This is an optimization exercise on Yosys and OpenROAD, whose aim is small area and a short achievable clock period, not a production implementation. Only simulation tests tie the RTL to the original design; equivalence was not proved. Power is estimated from default activity; no workload was simulated. The clock port is modelled as an ideal driver; clocking choices that lean on that would not hold on a real chip.

**flow/flow/run.sh**
```bash
#!/bin/bash
# Own flow: the standard layout (standard.sh) with these changes:
#  - synthesis reads flow/impl.v, the RTL with its address decode and load path written as
#    explicit standard cells (made by gen/make_impl.py; same registers, same function);
#  - the rest of the logic is mapped with an area-oriented ABC script (flow/abc_area.script);
#    registers, their names and cell types are as in the standard synthesis;
#  - ports are buffered with buf_4 rather than a delay cell;
#  - clock tree synthesis uses larger sink clusters of clkbuf_16 without dummy loads.
# Each tool's output is kept in a log file in this folder.
set -euo pipefail
WORK=$(pwd)
export MY_WORK=$WORK
export MY_ABC_SCRIPT=$WORK/flow/abc_area.script
export CTS_ARGS="-sink_clustering_enable -repair_clock_nets -sink_clustering_size 25 -sink_clustering_max_diameter 100 -buf_list sky130_fd_sc_hd__clkbuf_16 -dont_use_dummy_load"
export BUFFER_PORTS_ARGS="-buffer_cell sky130_fd_sc_hd__buf_4"
sed -e "s#SYNTH_SCRIPT=[^ ]*#SYNTH_SCRIPT=$WORK/flow/my_synth.tcl VERILOG_FILES=$WORK/flow/impl.v#" standard.sh > my_standard.sh
grep -q "my_synth.tcl" my_standard.sh
bash my_standard.sh > flow_make.log 2>&1
for f in orfs/logs/*/data_bus/base/*.log; do cp "$f" "log_$(basename "$f")"; done
test -f out/final.def
```
**flow/flow/abc_area.script**
```
strash
ifraig
scorr
dc2
dch -f
map -a
topo
stime -c
```
**flow/flow/impl.v**
```verilog
// rtl/data_bus.sv - core data bus: word RAM, hex display, debounced switches, timer/compare
module data_bus #(
  parameter int RAM_WORDS = 64,
  parameter int DEBOUNCE  = 4
) (
  input  logic        clk,
  input  logic        reset,
  input  logic        memwrite,
  input  logic [31:0] addr,
  input  logic [31:0] writedata,
  output logic [31:0] readdata,
  input  logic [4:0]  SW,
  output logic [6:0]  gled,
  output logic [6:0]  gled2,
  output logic [6:0]  gled3,
  output logic [6:0]  gled4
);

  localparam int AW = $clog2(RAM_WORDS);
  // Count only has to reach DEBOUNCE-1; the load happens on that cycle.
  localparam int CW = (DEBOUNCE < 2) ? 1 : $clog2(DEBOUNCE);

  logic [31:0]   r_ram [RAM_WORDS];
  logic [15:0]   r_disp;
  logic [4:0]    r_sw_s1;
  logic [4:0]    r_sw_s2;
  logic [4:0]    r_sw_cand;
  logic [CW-1:0] r_db_cnt;
  logic [4:0]    r_swreg;
  logic [31:0]   r_timer;
  logic [31:0]   r_cmp;
  logic          r_match;

  // Address decode. RAM word selects use only the word-index bits addr[7:2]; the block checks
  // (page 0 and the rest of the address) are applied separately, at the end of the load path.
  logic                 w_page0;
  logic                 w_ram_blk;   // addr[31:8] == 0: RAM window
  logic                 w_per_blk;   // addr[31:5] == 0xFF00 >> 5: peripheral window
  logic [RAM_WORDS-1:0] w_sel_ram;   // one-hot on addr[7:2]
  logic [7:0]           w_sel_per;   // one-hot on addr[4:2]

  assign w_page0   = (addr[31:16] == 16'h0000);
  assign w_per_blk = w_page0 && (addr[15:5] == 11'h7F8);
  always_comb begin
    for (int i = 0; i < 8; i++) w_sel_per[i] = (addr[4:2] == 3'(i));
  end

  // RAM window (addr[31:8] all zero), applied late in the load path, and word lines: 3-bit
  // predecodes of addr[4:2] and addr[7:5], and a NOR2 per word.
  wire [5:0] c_z;
  wire       c_y0_n, c_y1_n;
  for (genvar m = 0; m < 6; m++) begin : g_blk
    sky130_fd_sc_hd__nor4_1 u_z (.A(addr[8+4*m]), .B(addr[9+4*m]), .C(addr[10+4*m]), .D(addr[11+4*m]), .Y(c_z[m]));
  end
  sky130_fd_sc_hd__nand3_1 u_y0 (.A(c_z[0]), .B(c_z[1]), .C(c_z[2]), .Y(c_y0_n));
  sky130_fd_sc_hd__nand3_1 u_y1 (.A(c_z[3]), .B(c_z[4]), .C(c_z[5]), .Y(c_y1_n));
  sky130_fd_sc_hd__nor2_1  u_rb (.A(c_y0_n), .B(c_y1_n), .Y(w_ram_blk));

  wire [7:2] c_an;
  wire [7:0] c_pa_n;
  wire [7:0] c_pb_n;
  for (genvar k = 2; k < 8; k++) begin : g_ainv
    sky130_fd_sc_hd__inv_4 u_inv (.A(addr[k]), .Y(c_an[k]));
  end
  for (genvar j = 0; j < 8; j++) begin : g_pre
    sky130_fd_sc_hd__nand3_4 u_pa (.A((j % 2) ? addr[2] : c_an[2]), .B(((j / 2) % 2) ? addr[3] : c_an[3]),
                           .C((j / 4) ? addr[4] : c_an[4]), .Y(c_pa_n[j]));
    sky130_fd_sc_hd__nand3_4 u_pb (.A((j % 2) ? addr[5] : c_an[5]), .B(((j / 2) % 2) ? addr[6] : c_an[6]),
                           .C((j / 4) ? addr[7] : c_an[7]), .Y(c_pb_n[j]));
  end
  wire [RAM_WORDS-1:0] c_wl;
  for (genvar i = 0; i < RAM_WORDS; i++) begin : g_wl
    sky130_fd_sc_hd__nor2_4 u_wl (.A(c_pa_n[i % 8]), .B(c_pb_n[i / 8]), .Y(c_wl[i]));
  end
  assign w_sel_ram = c_wl;

  // RAM write enables: their own predecode (off the load path's word lines), with the store
  // and the RAM window check folded into the addr[7:5] predecode.
  wire       c_wr;
  wire [7:0] c_wpa_n;
  wire [7:0] c_wpb_n;
  wire [RAM_WORDS-1:0] c_we;
  sky130_fd_sc_hd__and2_1 u_wr (.A(memwrite), .B(w_ram_blk), .X(c_wr));
  for (genvar j = 0; j < 8; j++) begin : g_wpre
    sky130_fd_sc_hd__nand3_1 u_pa (.A((j % 2) ? addr[2] : c_an[2]), .B(((j / 2) % 2) ? addr[3] : c_an[3]),
                           .C((j / 4) ? addr[4] : c_an[4]), .Y(c_wpa_n[j]));
    sky130_fd_sc_hd__nand4_1 u_pb (.A((j % 2) ? addr[5] : c_an[5]), .B(((j / 2) % 2) ? addr[6] : c_an[6]),
                           .C((j / 4) ? addr[7] : c_an[7]), .D(c_wr), .Y(c_wpb_n[j]));
  end
  for (genvar i = 0; i < RAM_WORDS; i++) begin : g_we
    sky130_fd_sc_hd__nor2_1 u_we (.A(c_wpa_n[i % 8]), .B(c_wpb_n[i / 8]), .Y(c_we[i]));
  end

  // Active-low segments, bit0=a .. bit6=g.
  function automatic logic [6:0] seg7(input logic [3:0] h);
    case (h)
      4'h0: seg7 = 7'b1000000;
      4'h1: seg7 = 7'b1111001;
      4'h2: seg7 = 7'b0100100;
      4'h3: seg7 = 7'b0110000;
      4'h4: seg7 = 7'b0011001;
      4'h5: seg7 = 7'b0010010;
      4'h6: seg7 = 7'b0000010;
      4'h7: seg7 = 7'b1111000;
      4'h8: seg7 = 7'b0000000;
      4'h9: seg7 = 7'b0010000;
      4'hA: seg7 = 7'b0001000;
      4'hB: seg7 = 7'b0000011;
      4'hC: seg7 = 7'b1000110;
      4'hD: seg7 = 7'b0100001;
      4'hE: seg7 = 7'b0000110;
      default: seg7 = 7'b0001110;
    endcase
  endfunction

  // Blank to zeros while reset is held, even before the first reset edge.
  logic [15:0] w_disp_shown;
  assign w_disp_shown = reset ? r_disp : 16'h0000;
  assign gled  = seg7(w_disp_shown[3:0]);
  assign gled2 = seg7(w_disp_shown[7:4]);
  assign gled3 = seg7(w_disp_shown[11:8]);
  assign gled4 = seg7(w_disp_shown[15:12]);

  // Combinational load: AND-OR over one-hot selects; anything unmapped reads as zero.
  logic [4:0]  w_ps;
  assign w_ps = {5{w_per_blk}} & w_sel_per[4:0];
  // Load path per bit: AOI222 over three word lines at a time, NAND4/NAND3, OAI21 with the
  // RAM window, and a final NAND4 with the register terms.
  for (genvar b = 0; b < 32; b++) begin : g_rd
    wire [21:0] l1;
    wire [5:0]  l2;
    wire        h0_n, h1_n, h2_n, p_n;
    for (genvar g = 0; g < 21; g++) begin : g_l1
      sky130_fd_sc_hd__a222oi_1 u (.A1(c_wl[3*g]),   .A2(r_ram[3*g][b]),
                                  .B1(c_wl[3*g+1]), .B2(r_ram[3*g+1][b]),
                                  .C1(c_wl[3*g+2]), .C2(r_ram[3*g+2][b]), .Y(l1[g]));
    end
    sky130_fd_sc_hd__nand2_1 u_l1_21 (.A(c_wl[63]), .B(r_ram[63][b]), .Y(l1[21]));
    for (genvar g = 0; g < 4; g++) begin : g_l2
      sky130_fd_sc_hd__nand4_1 u (.A(l1[4*g]), .B(l1[4*g+1]), .C(l1[4*g+2]), .D(l1[4*g+3]), .Y(l2[g]));
    end
    sky130_fd_sc_hd__nand3_1 u_l2_4 (.A(l1[16]), .B(l1[17]), .C(l1[18]), .Y(l2[4]));
    sky130_fd_sc_hd__nand3_1 u_l2_5 (.A(l1[19]), .B(l1[20]), .C(l1[21]), .Y(l2[5]));
    sky130_fd_sc_hd__o21ai_2 u_l3_0 (.A1(l2[0]), .A2(l2[1]), .B1(w_ram_blk), .Y(h0_n));
    sky130_fd_sc_hd__o21ai_2 u_l3_1 (.A1(l2[2]), .A2(l2[3]), .B1(w_ram_blk), .Y(h1_n));
    sky130_fd_sc_hd__o21ai_2 u_l3_2 (.A1(l2[4]), .A2(l2[5]), .B1(w_ram_blk), .Y(h2_n));
    if (b == 0) begin : g_p5
      wire p0_n, p1_n;
      sky130_fd_sc_hd__a222oi_1 u_p0 (.A1(w_ps[0]), .A2(r_disp[b]), .B1(w_ps[1]), .B2(r_swreg[b]),
                                     .C1(w_ps[2]), .C2(r_timer[b]), .Y(p0_n));
      sky130_fd_sc_hd__a22oi_1 u_p1 (.A1(w_ps[3]), .A2(r_cmp[b]), .B1(w_ps[4]), .B2(r_match), .Y(p1_n));
      sky130_fd_sc_hd__and2_1 u_p (.A(p0_n), .B(p1_n), .X(p_n));
    end else if (b < 5) begin : g_p4
      wire p0_n, p1_n;
      sky130_fd_sc_hd__a22oi_1 u_p0 (.A1(w_ps[0]), .A2(r_disp[b]), .B1(w_ps[1]), .B2(r_swreg[b]), .Y(p0_n));
      sky130_fd_sc_hd__a22oi_1 u_p1 (.A1(w_ps[2]), .A2(r_timer[b]), .B1(w_ps[3]), .B2(r_cmp[b]), .Y(p1_n));
      sky130_fd_sc_hd__and2_1 u_p (.A(p0_n), .B(p1_n), .X(p_n));
    end else if (b < 16) begin : g_p3
      sky130_fd_sc_hd__a222oi_1 u_p0 (.A1(w_ps[0]), .A2(r_disp[b]), .B1(w_ps[2]), .B2(r_timer[b]),
                                     .C1(w_ps[3]), .C2(r_cmp[b]), .Y(p_n));
    end else begin : g_p2
      sky130_fd_sc_hd__a22oi_1 u_p0 (.A1(w_ps[2]), .A2(r_timer[b]), .B1(w_ps[3]), .B2(r_cmp[b]), .Y(p_n));
    end
    sky130_fd_sc_hd__nand4_4 u_o (.A(h0_n), .B(h1_n), .C(h2_n), .D(p_n), .Y(readdata[b]));
  end

  // RAM store; contents survive reset and stores still land while reset is held.
  for (genvar i = 0; i < RAM_WORDS; i++) begin : g_ram
    always_ff @(posedge clk) begin
      if (c_we[i]) r_ram[i] <= writedata;
    end
  end

  // Display and compare registers written from the bus.
  always_ff @(posedge clk) begin
    if (!reset) begin
      r_disp <= 16'h0000;
      r_cmp  <= 32'hFFFF_FFFF;
    end else if (memwrite) begin
      if (w_ps[0]) r_disp <= writedata[15:0];
      if (w_ps[3]) r_cmp  <= writedata;
    end
  end

  // Free-running timer with bus load, and sticky MATCH where a set beats a clear.
  always_ff @(posedge clk) begin
    if (!reset) begin
      r_timer <= 32'h0;
      r_match <= 1'b0;
    end else begin
      if (memwrite && w_ps[2]) r_timer <= writedata;
      else                     r_timer <= r_timer + 32'd1;
      if (r_timer == r_cmp)                       r_match <= 1'b1;
      else if (memwrite && w_ps[4] && writedata[0]) r_match <= 1'b0;
    end
  end

  // Switch synchronizer and debouncer: candidate must hold DEBOUNCE cycles to replace SWREG.
  always_ff @(posedge clk) begin
    if (!reset) begin
      r_sw_s1   <= 5'h0;
      r_sw_s2   <= 5'h0;
      r_sw_cand <= 5'h0;
      r_db_cnt  <= '0;
      r_swreg   <= 5'h0;
    end else begin
      r_sw_s1 <= SW;
      r_sw_s2 <= r_sw_s1;
      if (r_sw_s2 == r_swreg) begin
        r_sw_cand <= r_sw_s2;
        r_db_cnt  <= '0;
      end else if (r_sw_s2 != r_sw_cand) begin
        r_sw_cand <= r_sw_s2;
        r_db_cnt  <= CW'(1);
      end else if (r_db_cnt == CW'(DEBOUNCE - 1)) begin
        r_swreg  <= r_sw_s2;
        r_db_cnt <= '0;
      end else begin
        r_db_cnt <= r_db_cnt + 1'b1;
      end
    end
  end

endmodule
```
**flow/flow/my_synth.tcl**
```tcl
# Standard synthesis (synth_recipe.tcl, unchanged) with one difference: the combinational
# mapping step uses an area-oriented ABC script (flow/abc_area.script). Registers, their
# names and cell types are exactly as in the standard synthesis.
proc abc {args} {
  set i [lsearch -exact $args -script]
  if {$i >= 0} { lset args [expr {$i+1}] $::env(MY_ABC_SCRIPT) }
  puts "own flow: abc $args"
  yosys abc {*}$args
}
source $::env(MY_WORK)/synth_recipe.tcl
```
**flow/standard.sh**
```bash
#!/bin/bash
# synth_recipe.tcl (not shown) runs the flow's synth.tcl, then flattens the netlist and writes it again
# the make line also repeats each setting of config.mk as NAME=value (left out here)
make -C /OpenROAD-flow-scripts/flow DESIGN_CONFIG=/design/flow/config.mk WORK_HOME=/design/flow/orfs CLKGATE_MAP_FILE= SYNTH_SCRIPT=/design/flow/synth_recipe.tcl "${@:-finish}"
```
**flow/config.mk**
```make
export PLATFORM = sky130hd
export DESIGN_NAME = data_bus
export DESIGN_NICKNAME = data_bus
export VERILOG_FILES = /design/flow/design.v
export SDC_FILE = /design/flow/constraint.sdc
export NUM_CORES = 4
export LEC_CHECK = 0
export CAP_MARGIN = 5
export CORE_MARGIN = 2
export CORE_UTILIZATION = 55
export PLACE_DENSITY = 0.75
export SETUP_SLACK_MARGIN = 1.8
export SLEW_MARGIN = 5
```
**flow/constraint.sdc**
```tcl
create_clock -name core_clock -period 7.0 [get_ports {clk}]
set_input_delay 1.4000 -clock core_clock [delete_from_list [all_inputs] [get_ports {clk}]]
set_output_delay 1.4000 -clock core_clock [all_outputs]
set_load 0.01 [all_outputs]
```
**flow/design.v**
```verilog
module data_bus #(
  parameter int RAM_WORDS = 64,
  parameter int DEBOUNCE  = 4
) (
  input  logic        clk,
  input  logic        reset,
  input  logic        memwrite,
  input  logic [31:0] addr,
  input  logic [31:0] writedata,
  output logic [31:0] readdata,
  input  logic [4:0]  SW,
  output logic [6:0]  gled,
  output logic [6:0]  gled2,
  output logic [6:0]  gled3,
  output logic [6:0]  gled4
);
  localparam int AW = $clog2(RAM_WORDS);
  localparam int CW = (DEBOUNCE < 2) ? 1 : $clog2(DEBOUNCE);
  logic [31:0]   r_ram [RAM_WORDS];
  logic [15:0]   r_disp;
  logic [4:0]    r_sw_s1;
  logic [4:0]    r_sw_s2;
  logic [4:0]    r_sw_cand;
  logic [CW-1:0] r_db_cnt;
  logic [4:0]    r_swreg;
  logic [31:0]   r_timer;
  logic [31:0]   r_cmp;
  logic          r_match;
  logic                 w_page0;
  logic                 w_ram_blk;    
  logic                 w_per_blk;    
  logic [RAM_WORDS-1:0] w_sel_ram;    
  logic [7:0]           w_sel_per;    
  assign w_page0   = (addr[31:16] == 16'h0000);
  assign w_ram_blk = (addr[31:AW+2] == '0);
  assign w_per_blk = w_page0 && (addr[15:5] == 11'h7F8);
  always_comb begin
    for (int i = 0; i < RAM_WORDS; i++) w_sel_ram[i] = (addr[AW+1:2] == AW'(i));
    for (int i = 0; i < 8; i++)         w_sel_per[i] = (addr[4:2] == 3'(i));
  end
  function automatic logic [6:0] seg7(input logic [3:0] h);
    case (h)
      4'h0: seg7 = 7'b1000000;
      4'h1: seg7 = 7'b1111001;
      4'h2: seg7 = 7'b0100100;
      4'h3: seg7 = 7'b0110000;
      4'h4: seg7 = 7'b0011001;
      4'h5: seg7 = 7'b0010010;
      4'h6: seg7 = 7'b0000010;
      4'h7: seg7 = 7'b1111000;
      4'h8: seg7 = 7'b0000000;
      4'h9: seg7 = 7'b0010000;
      4'hA: seg7 = 7'b0001000;
      4'hB: seg7 = 7'b0000011;
      4'hC: seg7 = 7'b1000110;
      4'hD: seg7 = 7'b0100001;
      4'hE: seg7 = 7'b0000110;
      default: seg7 = 7'b0001110;
    endcase
  endfunction
  logic [15:0] w_disp_shown;
  assign w_disp_shown = reset ? r_disp : 16'h0000;
  assign gled  = seg7(w_disp_shown[3:0]);
  assign gled2 = seg7(w_disp_shown[7:4]);
  assign gled3 = seg7(w_disp_shown[11:8]);
  assign gled4 = seg7(w_disp_shown[15:12]);
  logic [4:0]  w_ps;
  logic [31:0] w_rd_ram;
  logic [31:0] w_rd_per;
  assign w_ps = {5{w_per_blk}} & w_sel_per[4:0];
  always_comb begin
    w_rd_ram = 32'h0;
    for (int i = 0; i < RAM_WORDS; i++) w_rd_ram = w_rd_ram | (r_ram[i] & {32{w_sel_ram[i]}});
    w_rd_per = ({16'h0, r_disp}   & {32{w_ps[0]}})
             | ({27'h0, r_swreg}  & {32{w_ps[1]}})
             | (r_timer           & {32{w_ps[2]}})
             | (r_cmp             & {32{w_ps[3]}})
             | ({31'h0, r_match}  & {32{w_ps[4]}});
    readdata = (w_rd_ram & {32{w_ram_blk}}) | w_rd_per;
  end
  for (genvar i = 0; i < RAM_WORDS; i++) begin : g_ram
    always_ff @(posedge clk) begin
      if (memwrite && w_ram_blk && w_sel_ram[i]) r_ram[i] <= writedata;
    end
  end
  always_ff @(posedge clk) begin
    if (!reset) begin
      r_disp <= 16'h0000;
      r_cmp  <= 32'hFFFF_FFFF;
    end else if (memwrite) begin
      if (w_ps[0]) r_disp <= writedata[15:0];
      if (w_ps[3]) r_cmp  <= writedata;
    end
  end
  always_ff @(posedge clk) begin
    if (!reset) begin
      r_timer <= 32'h0;
      r_match <= 1'b0;
    end else begin
      if (memwrite && w_ps[2]) r_timer <= writedata;
      else                     r_timer <= r_timer + 32'd1;
      if (r_timer == r_cmp)                       r_match <= 1'b1;
      else if (memwrite && w_ps[4] && writedata[0]) r_match <= 1'b0;
    end
  end
  always_ff @(posedge clk) begin
    if (!reset) begin
      r_sw_s1   <= 5'h0;
      r_sw_s2   <= 5'h0;
      r_sw_cand <= 5'h0;
      r_db_cnt  <= '0;
      r_swreg   <= 5'h0;
    end else begin
      r_sw_s1 <= SW;
      r_sw_s2 <= r_sw_s1;
      if (r_sw_s2 == r_swreg) begin
        r_sw_cand <= r_sw_s2;
        r_db_cnt  <= '0;
      end else if (r_sw_s2 != r_sw_cand) begin
        r_sw_cand <= r_sw_s2;
        r_db_cnt  <= CW'(1);
      end else if (r_db_cnt == CW'(DEBOUNCE - 1)) begin
        r_swreg  <= r_sw_s2;
        r_db_cnt <= '0;
      end else begin
        r_db_cnt <= r_db_cnt + 1'b1;
      end
    end
  end
endmodule
```
==> impl_metrics.csv, run 1 <==
group,metric,value,unit
power_and_ir_drop,ir_worst_vdd,0.214,mV
grt,grt_pass1_vias,44394,
setup_path,worst-path-max-fanout,8,
setup_path,crit_path_max_incr_delay,0.49,ns
synthesis,synthesis.nets,4152,
final_layout,layout-drive-gt1-share,0.181,
synthesis,synthCells,4054,
die,rows,138,
routing,ant_nets,0,
synthesis,ys_seq_elements,2151,
setup_path,rr_worst_depth,16,
setup_path,crit_required,5.60,ns
clocking,cts_made_buffers,96,
clocking,cts_buffer_depth,3,
routing,vias_per_cell,7.40,
synthesis,synth.avg_cell_area,19.3,µm²
die,die_y,381,µm
setup_path,cpMostUsedCell,"buf_4",
sta,fin_setup_tns,0,ns
sta,fin_crit,5.31,ns
routing,wl_per_cell,36.4,µm
die,io_pins,132,
power_and_ir_drop,p_sw,4230,µW
setup_path,path_buf_inv,6,
place,io_buffers,129,
clocking,clkLatencyLatePin,0.75,ns
synthesis,ys.flop_type,"edfxtp_1",
synthesis,ys_types,36,
sta,rsz0062_at_grt,"yes",
setup_path,slowest_stage,"nand4_1",
synthesis,synth_edf_count,2048,
grt,grt_max_degree,97,
place,hpwl,118,mm
place,dpl_cell_area,82700,µm²
power_and_ir_drop,internal-power,16700,µW
sta,worst_pin_slew,1.41,ns
final_layout,postLayoutCellArea,88600,µm²
routing,drtIter0Drc,13629,
flow_run,maxCapViolCount,0,
synthesis,ys_top_cells_by_area,"edfxtp_1 79%, a222oi_1 8.7%, dfxtp_1 2.6%, nand4_1 1.2%, o21ai_2 1.1%",
power_and_ir_drop,pwr-share-comb,0.035,
setup_path,start_kind,"input port",
routing,dr.pass1.iters,13,
final_layout,nNetsFinal,4701,
synthesis,yosysSeqAreaShare,0.812,
routing,wl,237,mm
synthesis,synthesis.area,78300,µm²
outcome,status,"no timing/DRC/antenna violations",
die,start_util,0.553,
synthesis,yosys_warnings,2,
setup_path,cp-end-kind,"output port",
clocking,cts-root-buf,"clkbuf_16",
clocking,cts.sinks,2151,
die,dieArea,145000,µm²
setup_path,setup.worst_path.start,"addr[7]",
final_layout,fill_cells,9377,
sta,drv_slew,0,
die,core,141000,µm²
hold_path,holdPathStages,2,
clocking,htree_num_levels,3,
grt,grt_pass1_wl,322,mm
power_and_ir_drop,p_clk_frac,0.292,
synthesis,synth_top_area_cell,"edfxtp_1",
hold_path,holdPathEnd,"r_sw_s2[0]",
grt,grt-ovfl-total,0,
power_and_ir_drop,power_frac_seq,0.672,
sta,hold_viol_final,0,
power_and_ir_drop,power_density,236,nW/µm²
clocking,cts.clk_slew.worst_paths,0.09,ns
die,fp.dieW,381,µm
setup_path,worstPathCellList,"buf_16 -> inv_12 -> nand3_4 -> buf_6 -> buf_8 -> nor2_4 -> buf_4 -> a222oi_1 -> nand4_1 -> o21ai_4 -> nand4_4 -> buf_4",
grt,antenna_found_initial,6,
clocking,cts_tree,"built",
sta,setup_viol,0,
setup_path,rrSetupSlack,3.70,ns
setup_path,r2r-end,"r_timer[28]",
setup_path,critical_path_arrival,3.91,ns
hold_path,hold_path.class,"flip-flop to flip-flop",
setup_path,setup.worst_path.class,"input port to output port",
synthesis,synth_top_area_frac,0.786,
sta,clock-skew-final,0.0270,ns
sta,timing.fmax,0.188,GHz
setup_path,r2r_start,"r_timer[0]",
setup_path,crit_family,"simple AND/OR/NAND/NOR gates",
hold_path,worstHoldStart,"r_sw_s1[0]",
place,place_congestion,0.916,
power_and_ir_drop,swShare,0.202,
routing,drc,0,
final_layout,final_cell_mix,"2048 x edfxtp_1, 684 x a222oi_1, 286 x buf_4, 174 x nor2_4, 157 x nand2_1",
grt,grtUsageTotal,0.311,
power_and_ir_drop,p_leak,0.0267,µW
sta,timing.slew.headroom,0.0545,
sta,period_share,0.758,
final_layout,final_common_cell,"edfxtp_1",
power_and_ir_drop,p_total,20900,µW
routing,vias,48084,
synthesis,async_reset_ff_frac,0,
final_layout,area_growth,13.2,%
worst max-delay path by stage:
stage	slack, ns	to	depth (start not counted)
3_5_place_dp	1.31	readdata[8]	10
6_report	1.69	readdata[12]	12
4_1_cts	1.72	readdata[8]	10
2_1_floorplan	1.08	r_ram[0][0]	6
5_1_grt	1.70	readdata[23]	13
3_3_place_gp	1.34	readdata[21]	9
power by group through the flow:
| stage | registers [µW] | clock network [µW] | logic (µW) |
|---|---|---|---|
| global route | 14100 | 6480 | 746 |
| detailed placement | 14400 | 0 | 554 |
| CTS | 14100 | 6060 | 649 |
| global placement | 14400 | 0 | 531 |
| finish | 14100 | 6120 | 736 |
| floorplan | 14400 | 0 | 168 |
cells in the mapped netlist (2+ instances only):
cell      instances
a222oi_1        684
nand2_1         158
dfxtp_1         103
xor2_1           23
nand4_1         149
a22oi_1          31
nor3_1           14
a31oi_1           2
nand4_4          32
o21ai_0          76
nor2_4           64
edfxtp_1       2048
a21oi_1          71
nor2_1          137
inv_4             6
o21ai_2          96
nor4_1           26
o32ai_1           8
a211oi_1          4
ha_1             26
nand3_4          16
and2_1            6
clkinv_1        111
a32oi_1           7
o211ai_1          6
nand3_1         112
xnor2_1          20
o22ai_1          10
cells by family (layout without fill, tap and decap cells):
logic type | Yosys count | after routing | synth area share
XOR/XNOR | 43 | 43 | 0.00481
other | 0 | 6 | 0
AND/OR/NAND/NOR | 718 | 776 | 0.0585
adder cells (fa/ha/maj) | 26 | 26 | 0.00416
AO/OA/AOI/OAI | 999 | 999 | 0.115
flip-flops | 2151 | 2151 | 0.812
buffers and inverters | 117 | 606 | 0.00580
stage by stage:
step                 util  setup WS [ns]  instances  hold slack [ns]
global route        0.626           1.70       6491            0.435
finish              0.626           1.69       6497            0.414
CTS                 0.616           1.72       6394            0.414
global placement    0.585           1.34       6146            0.394
floorplan               -           1.08       4054            0.383
detailed placement  0.585           1.31       6146            0.398
flip-flops by register name, summed over array words and instances, names as in the netlist:
register   count
r_timer       32
r_match        1
r_cmp         32
r_sw_s2        5
r_swreg        5
r_disp        16
r_sw_s1        5
r_sw_cand      5
r_ram       2048
r_db_cnt       2
layout make-up:
cell class,instances,area (µm²),share of cell area
diodes,6,15.0,0.000170
well taps,1890,2360,0.0267
inverters,117,490,0.00554
clock buffers,96,2400,0.0271
repair buffers,393,4060,0.0459
multi-input cells,1844,15700,0.177
flip-flops and latches,2151,63600,0.718
metal layers:
layer / global-route usage / share of wire / vias to the layer above
li1: - / - / 19125
met3: 0.101 / 0.17 / 566
met5: 0 / 0.000068 / -
met4: 0.129 / 0.048 / 4
met2: 0.471 / 0.45 / 4439
met1: 0.418 / 0.33 / 23950
timing repair:
item	in CTS	in global routing
setup endpoints to repair	35	32
buffers inserted	100	84
pin swaps	100	90
cloned	52	13
gates resized for setup	101	89
hold buffers	0	0
worst reg2reg max path, cell delays in order (launching register included):
cell      delay, ns
dfxtp_1        0.44
ha_1           0.25
nand4_1        0.13
nor2_1         0.19
nand3_1        0.15
nor2_1         0.12
nand2_1        0.07
nor2_1         0.24
clkinv_1       0.20
nor3_1         0.31
nand2_1        0.16
nor2_1         0.27
clkinv_1       0.15
nor2_1         0.18
nand3_1        0.11
xor2_1         0.16
a21oi_1        0.12
==> run 2: changes to the inputs <==
--- a/flow/config.mk
+++ b/flow/config.mk
@@ -8,6 +8,5 @@
 export CAP_MARGIN = 5
 export CORE_MARGIN = 2
 export CORE_UTILIZATION = 55
-export PLACE_DENSITY = 0.75
-export SETUP_SLACK_MARGIN = 1.8
+export SETUP_SLACK_MARGIN = 1.3
 export SLEW_MARGIN = 5
==> run 2 against run 1 <==
Effect of this change:
- clock skew down 0.011 ns
- design area down 3.1%
- highest routed layer unchanged
- via count down 8.3%
- sequential cell count unchanged
==> impl_metrics.csv, run 2 <==
group,metric,value,unit
setup_path,r2r_start,"r_timer[0]",
clocking,clkLatencyLatePin,0.71,ns
die,start_util,0.553,
die,io_pins,132,
grt,grt_pass1_vias,41537,
setup_path,slowest_stage,"o21ai_2",
synthesis,yosysSeqAreaShare,0.812,
routing,vias_per_cell,6.97,
die,core,141000,µm²
sta,timing.fmax,0.177,GHz
sta,rsz0062_at_grt,"yes",
synthesis,ys.flop_type,"edfxtp_1",
sta,setup_viol,0,
final_layout,layout-drive-gt1-share,0.149,
grt,grt_pass1_wl,307,mm
clocking,htree_num_levels,3,
routing,wl_per_cell,34.7,µm
routing,wl,219,mm
routing,drc,0,
final_layout,reg.largest.list,"r_ram (2048), r_cmp (32), r_timer (32)",
grt,grtUsageTotal,0.297,
final_layout,largest_reg_flops,2048,
setup_path,worstPathCellList,"buf_4 -> inv_4 -> nand3_4 -> nor2_4 -> buf_4 -> a222oi_1 -> nand4_1 -> o21ai_2 -> nand4_4 -> buf_4",
sta,worst_pin_slew,1.18,ns
setup_path,setup.worst_path.class,"input port to output port",
place,io_buffers,129,
synthesis,yosys_warnings,2,
clocking,cts.sinks,2151,
synthesis,synth.avg_cell_area,19.3,µm²
sta,clock-skew-final,0.0160,ns
hold_path,worstHoldStart,"r_sw_s1[1]",
sta,timing.slew.headroom,0.212,
synthesis,synth_edf_count,2048,
power_and_ir_drop,p_leak,0.0257,µW
routing,drtIter0Drc,8655,
place,dpl_cell_area,83100,µm²
synthesis,synthesis.area,78300,µm²
synthesis,yosysMostFrequentCell,"edfxtp_1",
place,place_congestion,0.871,
sta,period_share,0.809,
grt,antenna_found_initial,8,
setup_path,cp-end-kind,"output port",
die,rows,138,
outcome,status,"no timing/DRC/antenna violations",
synthesis,synthCells,4054,
sta,fin_crit,5.66,ns
grt,grt-ovfl-total,0,
final_layout,final_common_cell,"edfxtp_1",
clocking,cts_tree,"built",
final_layout,final_core_utilization,0.607,
setup_path,cpMostUsedCell,"buf_4",
routing,ant_nets,0,
clocking,cts_made_buffers,96,
sta,drv_slew,0,
synthesis,ys_top_cells_by_area,"edfxtp_1 79%, a222oi_1 8.7%, dfxtp_1 2.6%, nand4_1 1.2%, o21ai_2 1.1%",
final_layout,area_growth,9.64,%
synthesis,synth_top_area_frac,0.786,
final_layout,top_register,"r_ram",
place,hpwl,124,mm
synthesis,netlist_top_cells_count,"2048 x edfxtp_1, 684 x a222oi_1, 158 x nand2_1, 149 x nand4_1, 137 x nor2_1",
setup_path,crit_family,"simple AND/OR/NAND/NOR gates",
synthesis,async_reset_ff_frac,0,
synthesis,ys_seq_elements,2151,
die,die_y,381,µm
flow_run,maxCapViolCount,0,
final_layout,final_cell_mix,"2048 x edfxtp_1, 684 x a222oi_1, 270 x buf_4, 158 x nand2_1, 149 x nand4_1",
synthesis,synthesis.nets,4152,
place,pre_cts_ws,1.22,ns
routing,dr.pass1.iters,11,
setup_path,worst-path-max-fanout,32,
final_layout,fill_cells,10193,
synthesis,ys_types,36,
clocking,cts_buffer_depth,3,
setup_path,path_buf_inv,4,
setup_path,critical_path_arrival,4.26,ns
sta,hold_viol_final,0,
setup_path,setup.worst_path.start,"addr[4]",
sta,fin_ws,1.34,ns
setup_path,crit_required,5.60,ns
setup_path,start_kind,"input port",
power_and_ir_drop,ir_worst_vdd,0.198,mV
final_layout,nNetsFinal,4527,
die,dieArea,145000,µm²
clocking,cts.clk_slew.worst_paths,0.10,ns
routing,vias,44074,
synthesis,synth_top_area_cell,"edfxtp_1",
clocking,cts-root-buf,"clkbuf_16",
sta,fin_setup_tns,0,ns
die,fp.dieW,381,µm
setup_path,crit_path_max_incr_delay,0.47,ns
hold_path,hold_path.class,"flip-flop to flip-flop",
final_layout,postLayoutCellArea,85800,µm²
power_and_ir_drop,power_density,242,nW/µm²
grt,grt_max_degree,97,
[run 2: cell counts after synthesis]
Identical to the previous run, type by type.
[run 2: final cells by class]
class / count / area, µm² / area share
antenna: 3 / 7.51 / 0.0000875
inverter: 117 / 454 / 0.00529
sequential: 2151 / 63600 / 0.741
tap: 1890 / 2360 / 0.0276
multi-input combinational: 1786 / 14900 / 0.173
timing repair buffer: 277 / 2170 / 0.0253
clock buffer: 96 / 2400 / 0.0280
[run 2: worst paths after layout]
path	to	slack, ns	cells past startpoint
min reg2reg	r_sw_s2[1]	0.40	2
min	r_sw_s2[1]	0.40	2
max	readdata[26]	1.34	10
max reg2reg	r_timer[28]	3.69	16
[run 2: logic make-up after synthesis]
| group | share of synthesized area |
|---|---|
| adder cells (fa/ha/maj) | 0.00416 |
| buffers and inverters | 0.00580 |
| flip-flops | 0.812 |
| AND/OR/NAND/NOR | 0.0585 |
| XOR/XNOR | 0.00481 |
| AO/OA/AOI/OAI | 0.115 |
[run 2: per-stage QoR]
step                total power, µW  hold slack (ns)  cells
floorplan                     14500            0.383   4054
detailed placement            14900            0.393   6200
CTS                           20800            0.402   6296
global route                  21300            0.413   6317
finish                        20800            0.400   6320
global placement              14900            0.396   6200
[run 2: tightest hold or removal path: cells and delay by family, from the launching register on]
family | cells | cell delay [ns]
flip-flops | 1 | 0.31
buffers and inverters | 1 | 0.04
AND/OR/NAND/NOR | 1 | 0.03
[run 2: what timing repair did]
item,CTS,global route
setup endpoints to repair,8,16
hold buffers,0,0
pin swaps,0,10
setup buffers,0,21
gates resized for setup,6,8
[run 2: routing by layer]
layer  track usage  share of wire  vias up
li1              -              -    18698
met1         0.432           0.40    22916
met2         0.467           0.47     2215
met3        0.0550           0.10      237
met4        0.0818          0.030        8
met5             0        0.00024        -
[run 2: power by group]
part / internal, µW / switching, µW
sequential: 14100 / 4.57
clock: 2460 / 3640
combinational: 109 / 488
==> run 3: changes to the inputs <==
--- a/flow/config.mk
+++ b/flow/config.mk
@@ -8,5 +8,5 @@
 export CAP_MARGIN = 5
 export CORE_MARGIN = 2
 export CORE_UTILIZATION = 55
-export SETUP_SLACK_MARGIN = 1.3
+export SETUP_SLACK_MARGIN = 2.5
 export SLEW_MARGIN = 5
==> run 3 against run 2 <==
Effect of this change:
- non-clock buffer count rose by 251
- die area stayed put
- clock power grew 0.7%
- sequential cell count unchanged
- cell count up 4.9%
- hold slack worse by 0.0054 ns
- register-to-register slack got worse by 0.10 ns
- critical endpoint is now readdata[22]
- utilization rose by 3.3 points
- sequential share of layout area decreased by 3.8 points
- largest cell class unchanged
- fmax increased by 8.7%
- critical path type unchanged
- combinational power grew 32%
- synthesized area unchanged
==> impl_metrics.csv, run 3 <==
group,metric,value,unit
place,hpwl,124,mm
clocking,cts_tree,"built",
final_layout,fill_cells,9670,
grt,grt-ovfl-total,0,
setup_path,setup.worst_path.class,"input port to output port",
sta,timing.fmax,0.192,GHz
final_layout,final_cell_mix,"2048 x edfxtp_1, 684 x a222oi_1, 342 x buf_4, 169 x nor2_4, 157 x nand2_1",
power_and_ir_drop,power_frac_seq,0.670,
clocking,clkLatencyLatePin,0.75,ns
final_layout,final_common_cell,"edfxtp_1",
setup_path,r2r-end,"r_timer[31]",
final_layout,reg.largest.list,"r_ram (2048), r_cmp (32), r_timer (32)",
setup_path,rr_worst_depth,12,
power_and_ir_drop,p_clk_frac,0.292,
synthesis,synth_edf_count,2048,
power_and_ir_drop,pwr-share-comb,0.037,
sta,period_share,0.744,
clocking,htree_num_levels,3,
power_and_ir_drop,ir_worst_vdd,0.189,mV
setup_path,setup.worst_path.start,"addr[3]",
power_and_ir_drop,swShare,0.203,
synthesis,yosys_warnings,2,
hold_path,hold_path.class,"flip-flop to flip-flop",
power_and_ir_drop,power_density,232,nW/µm²
power_and_ir_drop,internal-power,16700,µW
routing,wl_per_cell,37.2,µm
sta,worst_pin_slew,1.15,ns
setup_path,r2r_start,"r_timer[0]",
setup_path,rrSetupSlack,3.59,ns
final_layout,largest_reg_flops,2048,
setup_path,worst-path-max-fanout,16,
sta,fin_ws,1.79,ns
power_and_ir_drop,p_leak,0.0277,µW
synthesis,ys_types,36,
setup_path,crit_family,"simple AND/OR/NAND/NOR gates",
grt,grt_pass1_vias,43770,
synthesis,synth_top_area_frac,0.786,
place,pre_cts_ws,1.22,ns
setup_path,setup.worst_path.end,"readdata[22]",
clocking,cts_buffer_depth,3,
setup_path,cpMostUsedCell,"buf_12",
power_and_ir_drop,p_sw,4270,µW
die,fp.dieW,381,µm
sta,rsz0062_at_grt,"yes",
die,io_pins,132,
grt,antenna_found_initial,5,
synthesis,netlist_top_cells_count,"2048 x edfxtp_1, 684 x a222oi_1, 158 x nand2_1, 149 x nand4_1, 137 x nor2_1",
setup_path,crit_path_max_incr_delay,0.42,ns
die,core,141000,µm²
final_layout,area_growth,15.6,%
setup_path,start_kind,"input port",
grt,grt_pass1_wl,337,mm
setup_path,crit_required,5.60,ns
routing,vias_per_cell,7.10,
clocking,cts.clk_slew.worst_paths,0.10,ns
setup_path,worstPathCellList,"buf_16 -> inv_8 -> nand3_4 -> buf_12 -> nor2_4 -> buf_12 -> a222oi_1 -> nand4_1 -> o21ai_4 -> nand4_4 -> buf_6",
synthesis,synthesis.area,78300,µm²
grt,grtUsageTotal,0.332,
setup_path,path_buf_inv,5,
flow_run,maxCapViolCount,0,
final_layout,final_core_utilization,0.640,
hold_path,holdPathStages,2,
routing,vias,47107,
synthesis,yosysMostFrequentCell,"edfxtp_1",
sta,fin_crit,5.21,ns
sta,drv_slew,0,
place,io_buffers,129,
synthesis,ys.flop_type,"edfxtp_1",
power_and_ir_drop,p_total,21000,µW
setup_path,cp-end-kind,"output port",
die,dieArea,145000,µm²
setup_path,critical_path_arrival,3.81,ns
clocking,cts_made_buffers,96,
clocking,cts.sinks,2151,
final_layout,layout-drive-gt1-share,0.207,
final_layout,nNetsFinal,4839,
sta,fin_setup_tns,0,ns
synthesis,ys_top_cells_by_area,"edfxtp_1 79%, a222oi_1 8.7%, dfxtp_1 2.6%, nand4_1 1.2%, o21ai_2 1.1%",
die,start_util,0.553,
die,die_y,381,µm
synthesis,yosysSeqAreaShare,0.812,
setup_path,slowest_stage,"o21ai_4",
die,rows,138,
synthesis,synthCells,4054,
synthesis,async_reset_ff_frac,0,
sta,timing.slew.headroom,0.234,
synthesis,synth_top_area_cell,"edfxtp_1",
synthesis,synthesis.nets,4152,
routing,ant_nets,0,
sta,setup_viol,0,
routing,wl,247,mm
grt,grt_max_degree,68,
outcome,status,"no timing/DRC/antenna violations",
clocking,cts-root-buf,"clkbuf_16",
synthesis,ys_seq_elements,2151,
synthesis,synth.avg_cell_area,19.3,µm²
setup_path,crit_cells,11,
sta,clock-skew-final,0.0514,ns
routing,drtIter0Drc,9881,
sta,hold_viol_final,0,
routing,drc,0,
place,place_congestion,0.857,
routing,dr.pass1.iters,12,
final_layout,top_register,"r_ram",
==> run 3: per-stage QoR <==
step	area, µm²	cells	hold WS (ns)
6_report	90500	6631	0.395
5_1_grt	90500	6629	0.427
4_1_cts	89600	6554	0.407
3_5_place_dp	83100	6197	0.397
3_3_place_gp	83100	6197	0.394
2_1_floorplan	78400	4054	0.383
==> run 3: area by class of cell <==
| class | instances | area (µm²) | share of cell area |
|---|---|---|---|
| Inverter | 117 | 505 | 0.00558 |
| Tap cell | 1890 | 2360 | 0.0261 |
| Sequential cell | 2151 | 63600 | 0.702 |
| Clock buffer | 96 | 2400 | 0.0265 |
| Antenna cell | 2 | 5.00 | 0.0000553 |
| Multi-Input combinational cell | 1847 | 15900 | 0.175 |
| Timing Repair Buffer | 528 | 5800 | 0.0641 |
==> run 3: worst reg2reg max path: stages, from the launching register on <==
cell and delay (ns):
dfxtp_1 0.47, nand3_1 0.15, nor3b_1 0.37, nand3_1 0.18
nor2_1 0.19, nand4_1 0.27, nor3_1 0.31, nand3_1 0.22
nor4_1 0.25, nand4_1 0.19, nor3_1 0.36, xor2_1 0.19
a21oi_1 0.08
==> run 3: power groups by stage <==
stage          combinational, µW  clock, µW  sequential (µW)
2_1_floorplan                168          0            14400
3_3_place_gp                 564          0            14400
3_5_place_dp                 575          0            14400
4_1_cts                      739       6180            14100
5_1_grt                      806       6570            14100
6_report                     786       6140            14100
==> run 3: timing repair <==
| item | CTS | global route |
|---|---|---|
| pin swaps | 204 | 128 |
| endpoints found under the setup margin | 53 | 436 |
| gates cloned | 69 | 8 |
| hold buffers | 0 | 0 |
| setup buffers | 192 | 67 |
| gates resized for setup | 241 | 60 |
==> run 3: worst min path at each step <==
stage	startpoint	end
4_1_cts	r_sw_s1[2]	r_sw_s2[2]
6_report	r_sw_s1[2]	r_sw_s2[2]
5_1_grt	r_sw_s1[3]	r_sw_s2[3]
3_5_place_dp	r_sw_s1[3]	r_sw_s2[3]
2_1_floorplan	r_sw_s1[0]	r_sw_s2[0]
3_3_place_gp	r_sw_s1[3]	r_sw_s2[3]
==> run 3: logic make-up after synthesis <==
| group | count (synthesis) | share of synthesized area |
|---|---|---|
| buffers and inverters | 117 | 0.00580 |
| adder cells (fa/ha/maj) | 26 | 0.00416 |
| AO/OA/AOI/OAI | 999 | 0.115 |
| XOR/XNOR | 43 | 0.00481 |
| AND/OR/NAND/NOR | 718 | 0.0585 |
| flip-flops | 2151 | 0.812 |
==> run 3: routing by layer <==
metal	global-route usage	part of all wire
met5	0	0
met3	0.0624	0.12
met2	0.509	0.46
met4	0.126	0.044
met1	0.477	0.37
==> run 4: changes to the inputs <==
--- a/flow/flow/impl.v
+++ b/flow/flow/impl.v
@@ -137,10 +137,10 @@
     end
     sky130_fd_sc_hd__nand2_1 u_l1_21 (.A(c_wl[63]), .B(r_ram[63][b]), .Y(l1[21]));
     for (genvar g = 0; g < 4; g++) begin : g_l2
-      sky130_fd_sc_hd__nand4_1 u (.A(l1[4*g]), .B(l1[4*g+1]), .C(l1[4*g+2]), .D(l1[4*g+3]), .Y(l2[g]));
-    end
-    sky130_fd_sc_hd__nand3_1 u_l2_4 (.A(l1[16]), .B(l1[17]), .C(l1[18]), .Y(l2[4]));
-    sky130_fd_sc_hd__nand3_1 u_l2_5 (.A(l1[19]), .B(l1[20]), .C(l1[21]), .Y(l2[5]));
+      sky130_fd_sc_hd__nand4_2 u (.A(l1[4*g]), .B(l1[4*g+1]), .C(l1[4*g+2]), .D(l1[4*g+3]), .Y(l2[g]));
+    end
+    sky130_fd_sc_hd__nand3_2 u_l2_4 (.A(l1[16]), .B(l1[17]), .C(l1[18]), .Y(l2[4]));
+    sky130_fd_sc_hd__nand3_2 u_l2_5 (.A(l1[19]), .B(l1[20]), .C(l1[21]), .Y(l2[5]));
     sky130_fd_sc_hd__o21ai_2 u_l3_0 (.A1(l2[0]), .A2(l2[1]), .B1(w_ram_blk), .Y(h0_n));
     sky130_fd_sc_hd__o21ai_2 u_l3_1 (.A1(l2[2]), .A2(l2[3]), .B1(w_ram_blk), .Y(h1_n));
     sky130_fd_sc_hd__o21ai_2 u_l3_2 (.A1(l2[4]), .A2(l2[5]), .B1(w_ram_blk), .Y(h2_n));
--- a/flow/config.mk
+++ b/flow/config.mk
@@ -7,6 +7,6 @@
 export LEC_CHECK = 0
 export CAP_MARGIN = 5
 export CORE_MARGIN = 2
-export CORE_UTILIZATION = 55
+export CORE_UTILIZATION = 62
 export SETUP_SLACK_MARGIN = 2.5
 export SLEW_MARGIN = 5
==> run 4 against run 3 <==
Effect of this change:
- still clean on timing, DRC and antenna
- design area increased by 1.4%
- count of clock-buffer cells in the layout stayed put
- combinational power up 9.5%
- hold slack better by 0.0010 ns
- via count is 3.4% higher
- fmax shrank 2.0%
- clock skew is 0.015 ns lower
- clock power about the same
- critical path depth decreased by 1
- largest cell class unchanged
- largest power group unchanged
- highest routed layer is now met5
==> impl_metrics.csv, run 4 <==
group,metric,value,unit
synthesis,synth_edf_count,2048,
synthesis,synthCells,4054,
final_layout,layout-drive-gt1-share,0.256,
power_and_ir_drop,p_total,21100,µW
setup_path,setup.worst_path.class,"input port to output port",
synthesis,synth_top_area_frac,0.775,
power_and_ir_drop,power_density,230,nW/µm²
hold_path,hold_path.class,"flip-flop to flip-flop",
synthesis,ys_types,38,
setup_path,crit_required,5.60,ns
clocking,clkLatencyLatePin,0.75,ns
setup_path,start_kind,"input port",
sta,worst_pin_slew,1.29,ns
final_layout,area_growth,15.6,%
clocking,htree_num_levels,3,
setup_path,r2r-end,"r_timer[31]",
die,core,127000,µm²
routing,drc,0,
final_layout,final_common_cell,"edfxtp_1",
flow_run,maxCapViolCount,0,
sta,drv_slew,0,
grt,grt-ovfl-total,0,
synthesis,ys.flop_type,"edfxtp_1",
routing,vias_per_cell,7.55,
setup_path,rrSetupSlack,3.58,ns
setup_path,worst-path-max-fanout,16,
final_layout,final_core_utilization,0.720,
place,io_buffers,129,
grt,grtUsageTotal,0.386,
power_and_ir_drop,p_leak,0.0282,µW
sta,timing.slew.headroom,0.137,
die,dieArea,131000,µm²
synthesis,async_reset_ff_frac,0,
routing,vias,48715,
hold_path,worstHoldStart,"r_sw_s1[0]",
setup_path,rr_worst_depth,12,
clocking,cts.clk_slew.worst_paths,0.10,ns
routing,dr.pass1.iters,12,
setup_path,r2r_start,"r_timer[2]",
final_layout,finalNonFillerCells,6452,
grt,antenna_found_initial,6,
sta,period_share,0.759,
sta,fin_crit,5.31,ns
die,rows,131,
final_layout,final_cell_mix,"2048 x edfxtp_1, 684 x a222oi_1, 362 x buf_4, 188 x nor2_4, 158 x nand2_1",
sta,hold_viol_final,0,
sta,timing.fmax,0.188,GHz
setup_path,critical_path_arrival,3.91,ns
synthesis,yosys_warnings,2,
clocking,cts_tree,"built",
place,place_congestion,0.949,
grt,grt_pass1_wl,348,mm
sta,rsz0062_at_grt,"yes",
clocking,cts.sinks,2151,
routing,drtIter0Drc,11523,
hold_path,holdPathEnd,"r_sw_s2[0]",
outcome,status,"no timing/DRC/antenna violations",
final_layout,largest_reg_flops,2048,
die,io_pins,132,
place,hpwl,125,mm
routing,ant_nets,0,
place,placed_cells,5942,
synthesis,ys_top_cells_by_area,"edfxtp_1 77%, a222oi_1 8.6%, dfxtp_1 2.6%, nand4_2 2.0%, o21ai_2 1.1%",
clocking,cts-root-buf,"clkbuf_16",
grt,grt_pass1_vias,44249,
die,die_y,362,µm
synthesis,synthesis.nets,4152,
power_and_ir_drop,ir_worst_vdd,0.219,mV
synthesis,synth_top_area_cell,"edfxtp_1",
final_layout,reg.largest.list,"r_ram (2048), r_cmp (32), r_timer (32)",
die,fp.dieW,362,µm
hold_path,holdPathStages,2,
synthesis,synthesis.area,79400,µm²
final_layout,top_register,"r_ram",
synthesis,synth.avg_cell_area,19.6,µm²
clocking,cts_made_buffers,96,
synthesis,netlist_top_cells_count,"2048 x edfxtp_1, 684 x a222oi_1, 158 x nand2_1, 137 x nor2_1, 128 x nand4_2",
setup_path,cp-end-kind,"output port",
synthesis,ys_seq_elements,2151,
routing,wl_per_cell,40.2,µm
sta,clock-skew-final,0.0366,ns
clocking,cts_buffer_depth,3,
final_layout,nNetsFinal,4889,
routing,wl,259,mm
synthesis,yosysMostFrequentCell,"edfxtp_1",
sta,fin_setup_tns,0,ns
synthesis,yosysSeqAreaShare,0.801,
grt,grt_max_degree,68,
sta,setup_viol,0,
die,start_util,0.623,
[run 4: through the flow]
stage | worst slack, ns | area (µm²) | hold slack (ns)
2_1_floorplan | 1.08 | 79600 | 0.383
3_3_place_gp | 1.34 | 83700 | 0.394
3_5_place_dp | 1.26 | 83700 | 0.392
4_1_cts | 1.87 | 90600 | 0.403
5_1_grt | 1.74 | 91800 | 0.414
6_report | 1.69 | 91800 | 0.396
[run 4: cells by family (layout without fill, tap and decap cells)]
logic type                 count (synthesis)  count (layout)  share of synthesized area
DFF                                     2151            2151                      0.801
AOI/OAI and AO/OA                        999             999                      0.113
and+or+nand+nor                          718             800                     0.0718
buffers and inverters                    117             770                    0.00572
xor gates and xnor gates                  43              43                    0.00474
adders and majority gates                 26              26                    0.00410
other                                      0               1                          0
[run 4: area by class of cell]
cell class | instances | area, µm²
Multi-Input combinational cell | 1868 | 17300
Sequential cell | 2151 | 63600
Antenna cell | 1 | 2.50
Timing Repair Buffer | 557 | 5950
Clock buffer | 96 | 2400
Tap cell | 1662 | 2080
Fill cell | 7750 | 35600
Inverter | 117 | 508
[run 4: layer usage]
metal | vias to the layer above | track usage | share of wire
met5 | - | 0 | 0.00017
met4 | 2 | 0.149 | 0.044
met3 | 491 | 0.116 | 0.15
met2 | 3951 | 0.590 | 0.46
met1 | 24741 | 0.529 | 0.35
li1 | 19530 | - | -
[run 4: worst max-delay path by stage]
stage                     cells after the start      endpoint  startpoint  slack (ns)
final                                        10  readdata[11]     addr[5]        1.69
after global routing                         12   readdata[0]     addr[5]        1.74
after CTS                                    11   readdata[5]     addr[5]        1.87
after detailed placement                      9  readdata[11]     addr[5]        1.26
after global placement                       10  readdata[19]     addr[5]        1.34
after floorplan                               6   r_ram[0][0]    addr[24]        1.08
[run 4: timing repair]
action,4_1_cts,5_1_grt
endpoints found under the setup margin,360,429
resized for setup,265,70
buffers inserted,228,91
pin swaps,259,162
gates cloned,83,11
hold buffers,0,0
[run 4: power breakdown]
group / total (µW) / internal (µW) / switching (µW)
Sequential: 14100 / 14100 / 4.76
Combinational: 861 / 231 / 630
Clock: 6160 / 2450 / 3710
Total: 21100 / 16700 / 4340
[run 4: critical path: stages]
cell	delay, ns
buf_16	0.14
buf_12	0.12
nor4_1	0.05
nand3_2	0.21
nor3_2	0.09
nand2_1	0.18
clkinv_4	0.19
a222oi_1	1.14
nand4_4	0.18
buf_6	0.18
==> run 5: changes to the inputs <==
==> flow/flow/run.sh (replaced) <==
#!/bin/bash
# Own flow: the standard layout (standard.sh) with these changes:
#  - synthesis reads flow/impl.v, the RTL with its address decode and load path written as
#    explicit standard cells (made by gen/make_impl.py; same registers, same function);
#  - the rest of the logic is mapped with an area-oriented ABC script (flow/abc_area.script);
#    registers, their names and cell types are as in the standard synthesis;
#  - ports are buffered with buf_2 rather than a delay cell;
#  - clock tree synthesis uses larger sink clusters of clkbuf_16 without dummy loads.
# Each tool's output is kept in a log file in this folder.
set -euo pipefail
WORK=$(pwd)
export MY_WORK=$WORK
export MY_ABC_SCRIPT=$WORK/flow/abc_area.script
export CTS_ARGS="-sink_clustering_enable -repair_clock_nets -sink_clustering_size 30 -sink_clustering_max_diameter 120 -buf_list sky130_fd_sc_hd__clkbuf_16 -dont_use_dummy_load"
export BUFFER_PORTS_ARGS="-buffer_cell sky130_fd_sc_hd__buf_2"
sed -e "s#SYNTH_SCRIPT=[^ ]*#SYNTH_SCRIPT=$WORK/flow/my_synth.tcl VERILOG_FILES=$WORK/flow/impl.v#" standard.sh > my_standard.sh
grep -q "my_synth.tcl" my_standard.sh
bash my_standard.sh > flow_make.log 2>&1
for f in orfs/logs/*/data_bus/base/*.log; do cp "$f" "log_$(basename "$f")"; done
test -f out/final.def
--- a/flow/flow/impl.v
+++ b/flow/flow/impl.v
@@ -137,10 +137,10 @@
     end
     sky130_fd_sc_hd__nand2_1 u_l1_21 (.A(c_wl[63]), .B(r_ram[63][b]), .Y(l1[21]));
     for (genvar g = 0; g < 4; g++) begin : g_l2
-      sky130_fd_sc_hd__nand4_2 u (.A(l1[4*g]), .B(l1[4*g+1]), .C(l1[4*g+2]), .D(l1[4*g+3]), .Y(l2[g]));
-    end
-    sky130_fd_sc_hd__nand3_2 u_l2_4 (.A(l1[16]), .B(l1[17]), .C(l1[18]), .Y(l2[4]));
-    sky130_fd_sc_hd__nand3_2 u_l2_5 (.A(l1[19]), .B(l1[20]), .C(l1[21]), .Y(l2[5]));
+      sky130_fd_sc_hd__nand4_1 u (.A(l1[4*g]), .B(l1[4*g+1]), .C(l1[4*g+2]), .D(l1[4*g+3]), .Y(l2[g]));
+    end
+    sky130_fd_sc_hd__nand3_1 u_l2_4 (.A(l1[16]), .B(l1[17]), .C(l1[18]), .Y(l2[4]));
+    sky130_fd_sc_hd__nand3_1 u_l2_5 (.A(l1[19]), .B(l1[20]), .C(l1[21]), .Y(l2[5]));
     sky130_fd_sc_hd__o21ai_2 u_l3_0 (.A1(l2[0]), .A2(l2[1]), .B1(w_ram_blk), .Y(h0_n));
     sky130_fd_sc_hd__o21ai_2 u_l3_1 (.A1(l2[2]), .A2(l2[3]), .B1(w_ram_blk), .Y(h1_n));
     sky130_fd_sc_hd__o21ai_2 u_l3_2 (.A1(l2[4]), .A2(l2[5]), .B1(w_ram_blk), .Y(h2_n));
--- a/flow/config.mk
+++ b/flow/config.mk
@@ -7,6 +7,6 @@
 export LEC_CHECK = 0
 export CAP_MARGIN = 5
 export CORE_MARGIN = 2
-export CORE_UTILIZATION = 62
+export CORE_UTILIZATION = 55
 export SETUP_SLACK_MARGIN = 2.5
 export SLEW_MARGIN = 5
==> run 5 against run 4 <==
Effect of this change:
- now fails the layout checks on max-capacitance violations, max-slew violations
- count of clock-buffer cells in the layout fell by 15
- critical path type unchanged
- largest cell class unchanged
- highest routed layer unchanged
- combinational power fell by 11%
- critical endpoint is now readdata[8]
- register-to-register slack improved by 0.04 ns
==> impl_metrics.csv, run 5 <==
group,metric,value,unit
outcome,status,"complete, but fails checks",
outcome,so_faults,"max-capacitance violations, max-slew violations",
synthesis,yosysMostFrequentCell,"edfxtp_1",
synthesis,synthesis.area,78300,µm²
sta,period_share,0.760,
synthesis,yosysSeqAreaShare,0.812,
final_layout,seqCellArea,63600,µm²
power_and_ir_drop,power_density,230,nW/µm²
final_layout,final_common_cell,"edfxtp_1",
routing,vias_per_cell,7.11,
final_layout,largest_reg_flops,2048,
place,placed_cells,6240,
final_layout,nNetsFinal,4839,
grt,grt_pass1_wl,336,mm
sta,drv_slew,11,
power_and_ir_drop,p_leak,0.0273,µW
synthesis,synth_top_area_cell,"edfxtp_1",
synthesis,ys_types,36,
setup_path,setup.worst_path.class,"input port to output port",
clocking,htree_num_levels,3,
die,fp.dieW,381,µm
grt,grt_max_degree,68,
clocking,hold_buffers,0,
sta,clock-skew-final,0.0158,ns
sta,timing.fmax,0.188,GHz
clocking,cts_made_buffers,81,
final_layout,top_register,"r_ram",
grt,antenna_found_initial,4,
sta,fin_setup_tns,0,ns
setup_path,worstPathCellList,"buf_12 -> inv_8 -> nand3_4 -> nor2_4 -> buf_4 -> buf_6 -> a222oi_1 -> nand4_1 -> o21ai_4 -> nand4_4 -> buf_2",
clocking,clkLatencyLatePin,0.74,ns
synthesis,synth_edf_count,2048,
routing,drc,0,
final_layout,reg.largest.list,"r_ram (2048), r_cmp (32), r_timer (32)",
grt,grt-ovfl-total,0,
setup_path,crit_required,5.60,ns
synthesis,synth.avg_cell_area,19.3,µm²
hold_path,hold_path.class,"flip-flop to flip-flop",
synthesis,ys_seq_elements,2151,
final_layout,final_cell_mix,"2048 x edfxtp_1, 684 x a222oi_1, 306 x buf_4, 165 x nor2_4, 158 x nand2_1",
synthesis,ys_top_cells_by_area,"edfxtp_1 79%, a222oi_1 8.7%, dfxtp_1 2.6%, nand4_1 1.2%, o21ai_2 1.1%",
setup_path,worst-path-max-fanout,9,
routing,ant_nets,0,
power_and_ir_drop,ir_worst_vdd,0.263,mV
final_layout,fill_cells,9875,
synthesis,netlist_top_cells_count,"2048 x edfxtp_1, 684 x a222oi_1, 158 x nand2_1, 149 x nand4_1, 137 x nor2_1",
sta,setup_viol,0,
final_layout,multi_input_area,15800,µm²
routing,vias,47133,
final_layout,layout-drive-gt1-share,0.207,
setup_path,r2r-end,"r_timer[31]",
die,dieArea,145000,µm²
routing,dr.pass1.iters,11,
clocking,cts.sinks,2151,
die,die_y,381,µm
routing,wl_per_cell,37.3,µm
synthesis,yosys.area_share.simple,0.0585,
sta,hold_slack,0.413,ns
clocking,cts.clk_slew.worst_paths,0.11,ns
clocking,cts_tree,"built",
routing,drtIter0Drc,10425,
hold_path,worstHoldStart,"r_sw_s1[4]",
synthesis,async_reset_ff_frac,0,
synthesis,ys.flop_type,"edfxtp_1",
hold_path,holdPathEnd,"r_sw_s2[4]",
setup_path,crit_path_max_incr_delay,0.51,ns
setup_path,cp-end-kind,"output port",
setup_path,rr_worst_depth,12,
sta,fin_ws,1.68,ns
sta,hold_viol_final,0,
synthesis,synthesis.nets,4152,
synthesis,synthAdderAreaFrac,0.00416,
sta,worst_pin_slew,1.69,ns
final_layout,finalNonFillerCells,6633,
grt,grt_pass1_vias,43697,
place,io_buffers,129,
place,pre_cts_ws,1.05,ns
clocking,cts_buffer_depth,3,
synthesis,synthCells,4054,
sta,timing.slew.headroom,-0.130,
synthesis,synth_xor_area_frac,0.00481,
setup_path,start_kind,"input port",
hold_path,holdPathStages,2,
synthesis,synth_compound_area_frac,0.115,
synthesis,synth_top_family_by_area,"compound AO/OA/AOI/OAI gates",
final_layout,final_core_utilization,0.633,
die,io_pins,132,
synthesis,yosys_warnings,2,
final_layout,area_growth,14.3,%
die,rows,138,
synthesis,muxShareOfSynthArea,0,
die,core,141000,µm²
grt,grtUsageTotal,0.331,
setup_path,r2r_start,"r_timer[2]",
die,start_util,0.553,
setup_path,critical_path_arrival,3.92,ns
place,place_congestion,0.870,
sta,fin_crit,5.32,ns
flow_run,maxCapViolCount,1,
setup_path,slowest_stage,"nand4_1",
sta,rsz0062_at_grt,"yes",
setup_path,rrSetupSlack,3.62,ns
synthesis,synth_top_area_frac,0.786,
routing,wl,247,mm
place,hpwl,127,mm
clocking,cts-root-buf,"clkbuf_16",
[run 5: changes by cell type after synthesis]
cell and delta:
nand4_1 +128, nand4_2 -128, nand3_1 +64, nand3_2 -64
[run 5: final cells by class]
cell class                      count  share of cell area
Multi-Input combinational cell   1842               0.177
Tap cell                         1890              0.0264
Inverter                          117             0.00583
Sequential cell                  2151               0.710
Timing Repair inverter              1           0.0000839
Timing Repair Buffer              547              0.0580
Antenna cell                        4            0.000112
Clock buffer                       81              0.0227
[run 5: worst max path at each step]
stage                     startpoint            to  slack [ns]
after floorplan             addr[24]   r_ram[0][0]        1.08
after global placement       addr[3]   readdata[9]        1.04
after detailed placement     addr[3]   readdata[9]        1.05
after CTS                    addr[3]   readdata[5]        1.76
after global routing         addr[3]  readdata[26]        1.68
final                        addr[4]   readdata[8]        1.68
[run 5: cell families after synthesis]
family / after synthesis
DFF: 2151
AOI/OAI and AO/OA: 999
and+or+nand+nor: 718
buffers and inverters: 117
xor gates and xnor gates: 43
adders and majority gates: 26
[run 5: per-layer routing]
layer,wire [µm],track usage,up-vias
li1,-,-,19408
met1,92200,0.470,24316
met2,114000,0.511,3036
met3,30500,0.0661,371
met4,10300,0.124,2
met5,7,0,-
[run 5: through the flow]
stage	total power (µW)	instance area, µm²
2_1_floorplan	14500	78400
6_report	20600	89500
3_5_place_dp	14900	83100
3_3_place_gp	14900	83100
4_1_cts	20500	88500
5_1_grt	21000	89500
[run 5: report_power, final]
part	leakage (µW)	switching (µW)	total [µW]	internal, µW
Sequential	0.0192	4.39	14100	14100
Clock	0.000998	3630	5730	2100
Combinational	0.00708	582	764	182
Total	0.0273	4220	20600	16300
[run 5: repair_timing]
action / 4_1_cts / 5_1_grt
setup endpoints to repair: 99 / 623
cloned: 57 / 9
pin swaps: 178 / 122
buffers inserted: 167 / 75
gates resized for setup: 222 / 61
hold endpoints to repair: 0 / 0
[run 5: worst max-delay path, delay by kind of cell]
| kind | cells | cell delay [ns] |
|---|---|---|
| AO/OA/AOI/OAI | 2 | 0.88 |
| buffers and inverters | 5 | 0.63 |
| AND/OR/NAND/NOR | 4 | 0.98 |

==> port drivers added, routing unchanged <==
In the flow no input, the clock included, has a driving cell. The finished layouts below were timed again as built, in two steps.
Step 1 assumes that a clkbuf_16 drives the clock port and a buf_2 every other input.
Step 2 times the ports against the registers' clock, not the clock port: input delays grow and output delays shrink by t, the midpoint of the rising clock arrivals with the driver on.
Slacks: ideal / step 1 / step 2; pairs: ideal / step 1.
run	t (ns)	setup WS [ns]	worst hold slack (ns)	worst setup path at the end	cell pins on the clock port's net
run 1	0.798	1.691 / 1.487 / 1.487	0.414 / 0.414 / 0.414	input to output	1
run 2	0.793	1.340 / 1.155 / 1.155	0.400 / 0.400 / 0.400	input to output	1
run 3	0.805	1.793 / 1.520 / 1.520	0.395 / 0.395 / 0.395	input to output	1
run 4	0.784	1.687 / 1.504 / 1.504	0.396 / 0.396 / 0.396	input to output	1
run 5	0.808	1.682 / 1.539 / 1.539	0.413 / 0.413 / 0.413	input to output	1
The setup slack of run 3, which loses most, moves by -0.273 ns with the drivers and by -0.273 ns with both steps.
